Background: an optimization exercise with open tools, aiming at small area and a short achievable clock period. Do not read the settings as production practice.
At most, simulation tests tie the RTL to the original design; equivalence was not proved.
Power is estimated from default activity; no workload was simulated.

==> flow/design.v <==
package jram_pkg;
  typedef enum logic {
    SEQ_IDLE,
    SEQ_CLEAR
  } seq_e;
  localparam int JRAM_WIDTH = 8;
  localparam int JRAM_ABITS = 8;
  function automatic int jram_depth(input int abits);
    jram_depth = 1 << abits;
  endfunction
endpackage
module jmar
#(
  parameter int ABITS = jram_pkg::JRAM_ABITS
) (
  input  logic             clk_i,
  input  logic             rst_ni,
  input  logic             hold_i,
  input  logic             ld_i,
  input  logic             inc_i,
  input  logic [ABITS-1:0] d_i,
  output logic [ABITS-1:0] mar_o
);
  logic [ABITS-1:0] mar_q;
  logic [ABITS-1:0] mar_d;
  always_comb begin
    mar_d = mar_q;
    if (!hold_i) begin
      if (ld_i) begin
        mar_d = d_i;
      end else if (inc_i) begin
        mar_d = mar_q + 1'b1;
      end
    end
  end
  always_ff @(posedge clk_i) begin
    if (!rst_ni) begin
      mar_q <= '0;
    end else begin
      mar_q <= mar_d;
    end
  end
  assign mar_o = mar_q;
endmodule
module jword
#(
  parameter int WIDTH = jram_pkg::JRAM_WIDTH
) (
  input  logic             clk_i,
  input  logic             ld_i,
  input  logic             hd_i,
  input  logic [WIDTH-1:0] d_i,
  output logic [WIDTH-1:0] q_o
);
  logic [WIDTH-1:0] q;
  always_ff @(posedge clk_i) begin
    q <= (q & {WIDTH{hd_i}}) | (d_i & {WIDTH{ld_i}});
  end
  assign q_o = q;
endmodule
module jrsel8 (
  input  logic [7:0] s_i,
  input  logic [7:0] w_i,
  output logic       y_o
);
  assign y_o = |(s_i & w_i);
endmodule
module jrgrp (
  input  logic a_i,
  input  logic b_i,
  input  logic s_i,
  output logic y_no
);
  assign y_no = ~((a_i | b_i) & s_i);
endmodule
module jrhalf (
  input  logic [7:0] a_ni,
  input  logic       kill_i,
  output logic       y_o
);
  assign y_o = ~(&a_ni) & ~kill_i;
endmodule
module jnor2 (
  input  logic a_i,
  input  logic b_i,
  output logic y_o
);
  assign y_o = ~(a_i | b_i);
endmodule
module jram
#(
  parameter int WIDTH = jram_pkg::JRAM_WIDTH,
  parameter int ABITS = jram_pkg::JRAM_ABITS
) (
  input  logic             wclk,
  input  logic             wrst_n,
  input  logic [WIDTH-1:0] bis,
  input  logic             wsa,
  input  logic             winc,
  input  logic             ws,
  input  logic             we,
  output logic [WIDTH-1:0] bos,
  output logic [ABITS-1:0] bmar,
  output logic             wbusy
);
  localparam int DEPTH = jram_pkg::jram_depth(ABITS);
  logic [ABITS-1:0] mar;
  logic             busy;
  jmar #(
    .ABITS(ABITS)
  ) u_jmar (
    .clk_i (wclk),
    .rst_ni(wrst_n),
    .hold_i(busy),
    .ld_i  (wsa),
    .inc_i (winc),
    .d_i   (bis[ABITS-1:0]),
    .mar_o (mar)
  );
  logic [ABITS:0] cnt_q;
  always_ff @(posedge wclk) begin
    if (!wrst_n) begin
      cnt_q <= '0;
    end else if (!cnt_q[ABITS]) begin
      cnt_q <= cnt_q + 1'b1;
    end
  end
  assign busy = ~cnt_q[ABITS];
  logic wr_go;
  logic ld_go;
  logic inc_go;
  assign wr_go  = ws & ~busy;
  assign ld_go  = wsa & ~busy;
  assign inc_go = winc & ~busy;
  logic             rst_b;
  logic             pw_q;
  logic [ABITS-1:0] pa_q;
  logic [WIDTH-1:0] pd_q;
  logic [15:0]      wh_n;
  logic [15:0]      wl_n;
  logic [WIDTH-1:0] wdat;
  assign rst_b = ~wrst_n;
  always_ff @(posedge wclk) begin
    pw_q  <= wr_go & ~rst_b;
    pa_q  <= mar;
    pd_q  <= bis & {WIDTH{~rst_b}};
    for (int j = 0; j < 16; j++) begin
      wh_n[j] <= ~((wr_go & ~rst_b & (mar[7:4] == 4'(j))) | rst_b);
      wl_n[j] <= ~((mar[3:0] == 4'(j)) | rst_b);
    end
  end
  assign wdat = pd_q;
  logic [DEPTH*WIDTH-1:0] mem;
  logic [DEPTH-1:0]       wld;
  logic [DEPTH-1:0]       whd;
  assign whd = ~wld;
  for (genvar i = 0; i < DEPTH; i++) begin : g_w
    jnor2 u_ld (.a_i(wh_n[i/16]), .b_i(wl_n[i%16]), .y_o(wld[i]));
    jword #(
      .WIDTH(WIDTH)
    ) u_word (
      .clk_i(wclk),
      .ld_i (wld[i]),
      .hd_i (whd[i]),
      .d_i  (wdat),
      .q_o  (mem[i*WIDTH +: WIDTH])
    );
  end
  logic [ABITS-1:0] mar_inc;
  assign mar_inc = mar + 1'b1;
  assign use_rd = ld_go | inc_go;
  logic [15:0] rl;
  logic [15:0] rh;
  always_comb begin
    for (int j = 0; j < 16; j++) begin
      rh[j] = use_rd & (wsa ? (bis[7:4] == 4'(j)) : (mar_inc[7:4] == 4'(j)));
      rl[j] = wsa ? (bis[3:0] == 4'(j)) : (mar_inc[3:0] == 4'(j));
    end
  end
  logic [DEPTH/8*WIDTH-1:0]  t8;
  logic [DEPTH/16*WIDTH-1:0] tg_n;
  for (genvar g = 0; g < DEPTH/8; g++) begin : g_t8
    for (genvar b = 0; b < WIDTH; b++) begin : g_b
      logic [7:0] w;
      for (genvar k = 0; k < 8; k++) begin : g_k
        assign w[k] = mem[(8*g+k)*WIDTH + b];
      end
      jrsel8 u_t8 (
        .s_i(rl[8*(g%2) +: 8]),
        .w_i(w),
        .y_o(t8[g*WIDTH + b])
      );
    end
  end
  for (genvar j = 0; j < DEPTH/16; j++) begin : g_tg
    for (genvar b = 0; b < WIDTH; b++) begin : g_b
      jrgrp u_tg (
        .a_i  (t8[(2*j)*WIDTH + b]),
        .b_i  (t8[(2*j+1)*WIDTH + b]),
        .s_i  (rh[j]),
        .y_no (tg_n[j*WIDTH + b])
      );
    end
  end
  logic [WIDTH-1:0] rlo_q;
  logic [WIDTH-1:0] rhi_q;
  logic [WIDTH-1:0] alt_q;
  logic [WIDTH-1:0] rlo_d;
  logic [WIDTH-1:0] rhi_d;
  logic [WIDTH-1:0] alt_d;
  logic [WIDTH-1:0] cur;
  logic             fwd;
  logic             kill;
  logic             pfwd;
  assign cur   = rlo_q | rhi_q | alt_q;
  assign fwd   = ld_go & wr_go & (bis[ABITS-1:0] == mar);
  assign pfwd  = pw_q & (ld_go ? (bis[ABITS-1:0] == pa_q) : (inc_go & (mar_inc == pa_q)));
  assign kill  = fwd | pfwd | rst_b;
  assign alt_d = rst_b  ? '0 :
                 fwd    ? bis :
                 pfwd   ? pd_q :
                 use_rd ? '0 :
                 wr_go  ? bis : cur;
  for (genvar b = 0; b < WIDTH; b++) begin : g_fin
    logic [DEPTH/32-1:0] wl;
    logic [DEPTH/32-1:0] wh;
    for (genvar j = 0; j < DEPTH/32; j++) begin : g_j
      assign wl[j] = tg_n[j*WIDTH + b];
      assign wh[j] = tg_n[(j+DEPTH/32)*WIDTH + b];
    end
    jrhalf u_lo (.a_ni(wl), .kill_i(kill), .y_o(rlo_d[b]));
    jrhalf u_hi (.a_ni(wh), .kill_i(kill), .y_o(rhi_d[b]));
  end
  always_ff @(posedge wclk) begin
    rlo_q <= rlo_d;
    rhi_q <= rhi_d;
    alt_q <= alt_d;
  end
  assign bos   = cur & {WIDTH{we & ~busy}};
  assign bmar  = mar;
  assign wbusy = busy;
endmodule
clock: 5.5 ns
lec_check: 0
cap_margin: 20
core_margin: 2
core_utilization: 60
cts_cluster_diameter: 80
cts_cluster_size: 28
setup_slack_margin: 3.2
slew_margin: 35
synth_hierarchical: 1
tns_end_percent: 5
run.sh (not shown) runs the stock make flow with config.mk's settings and CLKGATE_MAP_FILE= SYNTH_SCRIPT=/design/flow/synth_recipe.tcl, a recipe that flattens the netlist after the stock synthesis.
The starting point completed without violations.
Change:
--- a/flow/design.v
+++ b/flow/design.v
@@ -166,15 +166,36 @@
       .q_o  (mem[i*WIDTH +: WIDTH])
     );
   end
+  logic [ABITS-1:0] mar_nx;
+  logic [ABITS-1:0] mar_nx_inc;
   logic [ABITS-1:0] mar_inc;
-  assign mar_inc = mar + 1'b1;
+  logic [15:0]      il_q;
+  logic             use_rd;
+  always_comb begin
+    if (!wrst_n) begin
+      mar_nx = '0;
+    end else if (ld_go) begin
+      mar_nx = bis[ABITS-1:0];
+    end else if (inc_go) begin
+      mar_nx = mar + 1'b1;
+    end else begin
+      mar_nx = mar;
+    end
+  end
+  assign mar_nx_inc = mar_nx + 1'b1;
+  assign mar_inc    = mar + 1'b1;
+  always_ff @(posedge wclk) begin
+    for (int j = 0; j < 16; j++) begin
+      il_q[j] <= (mar_nx_inc[3:0] == 4'(j));
+    end
+  end
   assign use_rd = ld_go | inc_go;
   logic [15:0] rl;
   logic [15:0] rh;
   always_comb begin
     for (int j = 0; j < 16; j++) begin
       rh[j] = use_rd & (wsa ? (bis[7:4] == 4'(j)) : (mar_inc[7:4] == 4'(j)));
-      rl[j] = wsa ? (bis[3:0] == 4'(j)) : (mar_inc[3:0] == 4'(j));
+      rl[j] = wsa ? (bis[3:0] == 4'(j)) : il_q[j];
     end
   end
   logic [DEPTH/8*WIDTH-1:0]  t8;
The changed run ran to the end with no violations.
Non-clock buffer count is higher by 92.
Worst setup slack gets better by 0.21 ns.
Total power is higher by 0.52%.
Hold slack gets better by 0.045 ns.
Final area is higher by 1.9%.
Routed wire length is higher by 0.85%.
Die area is higher by 0.78%.
Clock-buffer cell count is higher by 3.
The RTL of the first run of this note was laid out without a check of its function.

## separate check: timing with driven ports
No port has a modelled driver above. Below, the same layouts with a new extraction and two added sets of constraints. Step 1 sets driving cells, clkbuf_16 on the clock port and buf_2 on the other inputs (assumed; they add their load-dependent delay and slew). Step 2, shift: input delay + t, output delay - t, t = (earliest + latest rising clock arrival at the registers) / 2. This alone moves slack from input paths to output paths. Slacks: ideal ports / drivers / drivers and shift; pairs: ideal ports / drivers.
| run | t, ns | setup WS [ns] | hold WS [ns] | worst data-port slew with drivers (ns) |
|---|---|---|---|---|
| the first run | 0.830 | 2.457 / 2.422 / 1.593 | 0.443 / 0.443 / 0.443 | 0.21 |
| the second run | 0.839 | 2.667 / 2.578 / 1.961 | 0.488 / 0.488 / 0.488 | 0.18 |
After both steps setup and hold are still met in every run listed. For the first run, which loses most, drivers alone change the setup slack by -0.035 ns; drivers and shift together by -0.864 ns.
